Source: an optimization exercise on an open RTL-to-GDS flow (aim: small area and a short achievable clock period). Production flows keep margins and buffers that such runs may drop. No activity file was given, so power comes from the tool's default toggle rates.

Design pkt_router_mc, start of the top module:
module pkt_router_mc
#(
  parameter int unsigned PKT_BITS  = pkt_router_pkg::DEF_PKT_BITS,
  parameter int unsigned KEY_BITS  = pkt_router_pkg::DEF_KEY_BITS,
  parameter int unsigned KEY_LSB   = pkt_router_pkg::DEF_KEY_LSB,
  parameter int unsigned NUM_CHANS = pkt_router_pkg::DEF_NUM_CHANS,
  parameter int unsigned NUM_RREGS = pkt_router_pkg::DEF_NUM_RREGS
) (
  input  logic                           clk,
  input  logic                           reset,
  input  logic [31:0]                    drop_wait_in,
  input  logic [NUM_RREGS*KEY_BITS-1:0]  reg_key_in,
  input  logic [NUM_RREGS*KEY_BITS-1:0]  reg_mask_in,
  input  logic [NUM_RREGS*NUM_CHANS-1:0] reg_route_in,
  input  logic [PKT_BITS-1:0]            pkt_in_data_in,
  input  logic                           pkt_in_vld_in,
  output logic                           pkt_in_rdy_out,
  output logic [NUM_CHANS*PKT_BITS-1:0]  pkt_out_data_out,
  output logic [NUM_CHANS-1:0]           pkt_out_vld_out,
  input  logic [NUM_CHANS-1:0]           pkt_out_rdy_in,
  output logic [1:0]                     rt_cnt_out
);
==> module pkt_router_entry, before the edit <==
module pkt_router_entry
#(
  parameter int unsigned KEY_BITS = pkt_router_pkg::DEF_KEY_BITS
) (
  input  logic [KEY_BITS-1:0] key,
  input  logic [KEY_BITS-1:0] mask,
  input  logic [KEY_BITS-1:0] rkey,
  output logic                hit
);
  logic [KEY_BITS-1:0] mism;
  for (genvar b = 0; b < KEY_BITS; b++) begin : g_bit
    pkt_router_bitcmp u_bit (
      .k   (key[b]),
      .m   (mask[b]),
      .rk  (rkey[b]),
      .mism(mism[b])
    );
  end
  localparam int unsigned LV = $clog2(KEY_BITS);
  logic [KEY_BITS-1:0] lvl [LV+1];
  assign lvl[0] = mism;
  for (genvar l = 0; l < LV; l++) begin : g_lvl
    for (genvar j = 0; j < (KEY_BITS >> (l + 1)); j++) begin : g_node
      if (l % 2 == 0) begin : g_nor
        pkt_router_nor2 u_node (.a(lvl[l][2*j]), .b(lvl[l][2*j+1]), .y(lvl[l+1][j]));
      end else begin : g_nand
        pkt_router_nand2 u_node (.a(lvl[l][2*j]), .b(lvl[l][2*j+1]), .y(lvl[l+1][j]));
      end
    end
    if ((KEY_BITS >> (l + 1)) < KEY_BITS) begin : g_pad
      assign lvl[l+1][KEY_BITS-1:(KEY_BITS >> (l + 1))] = '0;
    end
  end
  if (LV % 2 == 1) begin : g_odd
    assign hit = lvl[LV][0];
  end else begin : g_even
    assign hit = ~lvl[LV][0];
  end
endmodule
==> module pkt_router_prio, before the edit <==
module pkt_router_prio
#(
  parameter int unsigned N = 16,
  parameter int unsigned W = 9
) (
  input  logic [N-1:0]   hit,
  input  logic [N*W-1:0] payload,
  output logic [W-1:0]   sel
);
  localparam int unsigned LV = $clog2(N);
  logic [W-1:0] r [LV+1][N];
  logic         f [LV+1][N];
  for (genvar i = 0; i < N; i++) begin : g_leaf
    assign f[0][i] = hit[i];
    for (genvar b = 0; b < W; b++) begin : g_bit
      pkt_router_nand2 u_and (.a(hit[i]), .b(payload[i*W+b]), .y(r[0][i][b]));
    end
  end
  for (genvar l = 0; l < LV; l++) begin : g_lvl
    for (genvar j = 0; j < (N >> (l + 1)); j++) begin : g_node
      if (l % 2 == 0) begin : g_even
        pkt_router_nor2 u_f (.a(f[l][2*j]), .b(f[l][2*j+1]), .y(f[l+1][j]));
        for (genvar b = 0; b < W; b++) begin : g_bit
          pkt_router_oai21 u_r (
            .a1(r[l][2*j+1][b]), .a2(f[l][2*j]), .b1(r[l][2*j][b]), .y(r[l+1][j][b]));
        end
      end else begin : g_odd
        pkt_router_nand2 u_f (.a(f[l][2*j]), .b(f[l][2*j+1]), .y(f[l+1][j]));
        for (genvar b = 0; b < W; b++) begin : g_bit
          pkt_router_aoi21 u_r (
            .a1(r[l][2*j+1][b]), .a2(f[l][2*j]), .b1(r[l][2*j][b]), .y(r[l+1][j][b]));
        end
      end
    end
    for (genvar j = (N >> (l + 1)); j < N; j++) begin : g_pad
      assign f[l+1][j] = 1'b0;
      assign r[l+1][j] = '0;
    end
  end
  if (LV % 2 == 0) begin : g_inv
    assign sel = ~r[LV][0];
  end else begin : g_pass
    assign sel = r[LV][0];
  end
endmodule
==> module pkt_router_ctl, before the edit <==
module pkt_router_ctl
#(
  parameter int unsigned NUM_CHANS = pkt_router_pkg::DEF_NUM_CHANS
) (
  input  logic                 reset,
  input  logic                 in_vld,
  input  logic [NUM_CHANS-1:0] out_rdy,
  input  logic                 wc_one,    
  input  logic                 dw_zero,   
  input  logic                 l_vld,
  input  logic [NUM_CHANS-1:0] l_route,
  input  logic                 l_nz,
  input  logic [NUM_CHANS-1:0] out_vld,
  input  logic                 wait_zero,
  output logic                 l_vld_nxt,
  output logic [NUM_CHANS-1:0] out_vld_nxt,
  output logic                 wz_nxt,
  output logic                 rdy,
  output logic                 count,
  output logic [1:0]           cnt_pulse
);
  logic [NUM_CHANS-1:0] x_n;       
  logic [NUM_CHANS-1:0] blk;       
  logic [3:0]           free2;     
  logic [1:0]           some_blk;  
  logic                 all_free;
  logic                 dispatch;
  logic                 blocked;
  for (genvar c = 0; c < NUM_CHANS; c++) begin : g_blk
    pkt_router_nand2 u_x (.a(l_route[c]), .b(out_vld[c]), .y(x_n[c]));
    pkt_router_nor2  u_b (.a(x_n[c]), .b(out_rdy[c]), .y(blk[c]));
  end
  for (genvar k = 0; k < 4; k++) begin : g_free2
    pkt_router_nor2 u_f (.a(blk[2*k]), .b(blk[2*k+1]), .y(free2[k]));
  end
  for (genvar k = 0; k < 2; k++) begin : g_some
    pkt_router_nand2 u_s (.a(free2[2*k]), .b(free2[2*k+1]), .y(some_blk[k]));
  end
  logic rdy_en;     
  logic disp_en_n;  
  logic zdrop_n;    
  logic wdrop_en;   
  logic wdrop_n;    
  always_comb begin
    rdy_en    = l_vld && !wait_zero;
    disp_en_n = !(!reset && l_vld && l_nz);
    zdrop_n   = !(l_vld && !l_nz);
    wdrop_en  = l_vld && wait_zero;
  end
  pkt_router_oai21 u_rdy (
    .a1(some_blk[0]), .a2(some_blk[1]), .b1(rdy_en), .y(rdy));
  pkt_router_nor3 u_disp (
    .a(some_blk[0]), .b(some_blk[1]), .c(disp_en_n),
    .y(cnt_pulse[pkt_router_pkg::CNT_ROUTED]));
  pkt_router_oai21 u_wdrop (
    .a1(some_blk[0]), .a2(some_blk[1]), .b1(wdrop_en), .y(wdrop_n));
  pkt_router_aoi21 u_drop (
    .a1(zdrop_n), .a2(wdrop_n), .b1(reset),
    .y(cnt_pulse[pkt_router_pkg::CNT_DROP]));
  always_comb begin
    all_free = !(some_blk[0] || some_blk[1]);
    dispatch = l_vld && l_nz && all_free;
    blocked  = l_vld && !all_free;
    count    = blocked && !wait_zero;
    l_vld_nxt   = !reset && (rdy ? in_vld : l_vld);
    wz_nxt      = count ? wc_one : dw_zero;
    for (int unsigned c = 0; c < NUM_CHANS; c++) begin
      out_vld_nxt[c] = !reset && ((dispatch && l_route[c]) || (out_vld[c] && !out_rdy[c]));
    end
  end
endmodule
export LEC_CHECK = 0
export CAP_MARGIN = 20
export CORE_AREA = 2 2 358 358
export DIE_AREA = 0 0 360 360
export SETUP_SLACK_MARGIN = 3.1
export SLEW_MARGIN = 20
export SYNTH_HIERARCHICAL = 1
export SYNTH_MINIMUM_KEEP_SIZE = 0
create_clock -name core_clock -period 6.0 [get_ports {clk}]
standard.sh (not shown) runs the stock make flow with config.mk's settings and CLKGATE_MAP_FILE= SYNTH_SCRIPT=/design/flow/synth_recipe.tcl, a recipe that flattens the netlist after the stock synthesis.
==> flow/flow/run.sh <==
#!/bin/bash
# Standard ORFS layout with:
#  - buf_1 port buffers (every port still gets its own buffer),
#  - denser pin placement, with the handshake/control pins kept together
#    and the clock pin alone in the middle of the left edge (io_pre.tcl),
#  - a lower global-routing layer derating (fastroute.tcl),
#  - a clock tree of clkbuf_8 over sink clusters of at most 15 flops within
#    50 um, without dummy loads.
# Make output goes to flow_make.log; ORFS keeps each step's tool log under
# orfs/logs.
set -euo pipefail
here=$(pwd)
bash standard.sh \
  'BUFFER_PORTS_ARGS=-buffer_cell sky130_fd_sc_hd__buf_1' \
  'PLACE_PINS_ARGS=-min_distance 1 -min_distance_in_tracks -exclude left:175-185 -group_pins {pkt_out_rdy_in[0] pkt_out_rdy_in[1] pkt_out_rdy_in[2] pkt_out_rdy_in[3] pkt_out_rdy_in[4] pkt_out_rdy_in[5] pkt_out_rdy_in[6] pkt_out_rdy_in[7] pkt_in_rdy_out rt_cnt_out[0] rt_cnt_out[1] reset}' \
  "FASTROUTE_TCL=$here/flow/fastroute.tcl" \
  "PRE_IO_PLACEMENT_TCL=$here/flow/io_pre.tcl" \
  'CTS_ARGS=-sink_clustering_enable -repair_clock_nets -dont_use_dummy_load -sink_clustering_size 15 -sink_clustering_max_diameter 50 -buf_list {sky130_fd_sc_hd__clkbuf_8}' \
  finish > flow_make.log 2>&1
==> flow/flow/fastroute.tcl <==
set_global_routing_layer_adjustment $::env(MIN_ROUTING_LAYER)-$::env(MAX_ROUTING_LAYER) 0.1

set_routing_layers -clock $::env(MIN_CLK_ROUTING_LAYER)-$::env(MAX_ROUTING_LAYER)
set_routing_layers -signal $::env(MIN_ROUTING_LAYER)-$::env(MAX_ROUTING_LAYER)
==> flow/flow/io_pre.tcl <==
# Place the clock pin by hand in the middle of the left edge, on met3 (a
# clock routing layer, so its wire needs no via stack at the pin), and keep
# every other pin at least 5 um away from it (-exclude in PLACE_PINS_ARGS):
# with neighbouring pins on adjacent tracks the router cannot clear the
# clock wire's spacing.
place_pin -pin_name clk -layer met3 -location {0 179.86} -pin_size {0.8 0.3} -force_to_die_boundary
The baseline finished with timing, DRC and antenna clean.
Next try:
--- a/flow/design.v
+++ b/flow/design.v
@@ -32,11 +32,12 @@
       .m   (mask[b]),
       .rk  (rkey[b]),
       .mism(mism[b])
     );
   end
-  localparam int unsigned LV = $clog2(KEY_BITS);
+  localparam int unsigned LV = (KEY_BITS > 32) ? 6 : (KEY_BITS > 16) ? 5 : (KEY_BITS > 8) ? 4 :
+                               (KEY_BITS > 4) ? 3 : (KEY_BITS > 2) ? 2 : 1;
   logic [KEY_BITS-1:0] lvl [LV+1];
   assign lvl[0] = mism;
   for (genvar l = 0; l < LV; l++) begin : g_lvl
     for (genvar j = 0; j < (KEY_BITS >> (l + 1)); j++) begin : g_node
       if (l % 2 == 0) begin : g_nor
@@ -117,11 +118,12 @@
 ) (
   input  logic [N-1:0]   hit,
   input  logic [N*W-1:0] payload,
   output logic [W-1:0]   sel
 );
-  localparam int unsigned LV = $clog2(N);
+  localparam int unsigned LV = (N > 32) ? 6 : (N > 16) ? 5 : (N > 8) ? 4 :
+                               (N > 4) ? 3 : (N > 2) ? 2 : 1;
   logic [W-1:0] r [LV+1][N];
   logic         f [LV+1][N];
   for (genvar i = 0; i < N; i++) begin : g_leaf
     assign f[0][i] = hit[i];
     for (genvar b = 0; b < W; b++) begin : g_bit
@@ -194,10 +196,11 @@
 );
   logic [NUM_CHANS-1:0] x_n;       
   logic [NUM_CHANS-1:0] blk;       
   logic [3:0]           free2;     
   logic [1:0]           some_blk;  
+  logic [1:0]           some_blk_i;
   logic                 all_free;
   logic                 dispatch;
   logic                 blocked;
   for (genvar c = 0; c < NUM_CHANS; c++) begin : g_blk
     pkt_router_nand2 u_x (.a(l_route[c]), .b(out_vld[c]), .y(x_n[c]));
@@ -206,34 +209,32 @@
   for (genvar k = 0; k < 4; k++) begin : g_free2
     pkt_router_nor2 u_f (.a(blk[2*k]), .b(blk[2*k+1]), .y(free2[k]));
   end
   for (genvar k = 0; k < 2; k++) begin : g_some
     pkt_router_nand2 u_s (.a(free2[2*k]), .b(free2[2*k+1]), .y(some_blk[k]));
+    pkt_router_nand2 u_si (.a(free2[2*k]), .b(free2[2*k+1]), .y(some_blk_i[k]));
   end
   logic rdy_en;     
   logic disp_en_n;  
-  logic zdrop_n;    
+  logic zdrop;      
   logic wdrop_en;   
-  logic wdrop_n;    
   always_comb begin
     rdy_en    = l_vld && !wait_zero;
     disp_en_n = !(!reset && l_vld && l_nz);
-    zdrop_n   = !(l_vld && !l_nz);
-    wdrop_en  = l_vld && wait_zero;
+    zdrop     = !reset && l_vld && !l_nz;
+    wdrop_en  = !reset && l_vld && wait_zero;
   end
   pkt_router_oai21 u_rdy (
     .a1(some_blk[0]), .a2(some_blk[1]), .b1(rdy_en), .y(rdy));
   pkt_router_nor3 u_disp (
     .a(some_blk[0]), .b(some_blk[1]), .c(disp_en_n),
     .y(cnt_pulse[pkt_router_pkg::CNT_ROUTED]));
-  pkt_router_oai21 u_wdrop (
-    .a1(some_blk[0]), .a2(some_blk[1]), .b1(wdrop_en), .y(wdrop_n));
-  pkt_router_aoi21 u_drop (
-    .a1(zdrop_n), .a2(wdrop_n), .b1(reset),
-    .y(cnt_pulse[pkt_router_pkg::CNT_DROP]));
+  pkt_router_ao221 u_drop (
+    .a1(wdrop_en), .a2(some_blk[0]), .b1(wdrop_en), .b2(some_blk[1]), .c1(zdrop),
+    .x(cnt_pulse[pkt_router_pkg::CNT_DROP]));
   always_comb begin
-    all_free = !(some_blk[0] || some_blk[1]);
+    all_free = !(some_blk_i[0] || some_blk_i[1]);
     dispatch = l_vld && l_nz && all_free;
     blocked  = l_vld && !all_free;
     count    = blocked && !wait_zero;
     l_vld_nxt   = !reset && (rdy ? in_vld : l_vld);
     wz_nxt      = count ? wc_one : dw_zero;
@@ -360,10 +361,20 @@
     for (int unsigned c = 0; c < NUM_CHANS; c++) begin
       if (ch_free[c]) out_data[c*PKT_BITS +: PKT_BITS] <= l_data;
     end
   end
 endmodule
+module pkt_router_ao221 (
+  input  logic a1,
+  input  logic a2,
+  input  logic b1,
+  input  logic b2,
+  input  logic c1,
+  output logic x
+);
+  assign x = (a1 & a2) | (b1 & b2) | c1;
+endmodule
 module pkt_router_nor3 (
   input  logic a,
   input  logic b,
   input  logic c,
   output logic y
Outcome:
- The changed run produced a clean layout
- utilization barely changes
- worst hold slack stays flat
- power barely changes
- via count hardly moves
- clock skew shrinks by 11 ps
- wire length hardly moves
- global-route usage barely changes
- count of clock-buffer cells in the layout shrinks by 3
- design area hardly moves
- worst setup slack is worse by 61 ps
No functional check of the RTL was part of any run of this note.

## port drivers added, routing unchanged
No port has a modelled driver above. Below, the same layouts with a new extraction and two added sets of constraints.
Step 1 assumes that a clkbuf_16 drives the clock port and a buf_2 every other input.
Step 2, shift: input delay + t, output delay - t, t = (earliest + latest rising clock arrival at the registers) / 2. This alone moves slack from input paths to output paths.
Slacks: no drivers / after step 1 / after step 2; pairs: no drivers / after step 1.
| run | t, ns | setup slack, ns | worst setup path after step 2 |
|---|---|---|---|
| the first run | 0.791 | 2.734 / 2.597 / 2.252 | input to register |
| the second run | 0.788 | 2.672 / 2.543 / 2.319 | input to register |
After both steps every run listed still meets setup and hold. For the first run, which loses most, drivers alone change the setup slack by -0.137 ns; drivers and shift together by -0.482 ns.
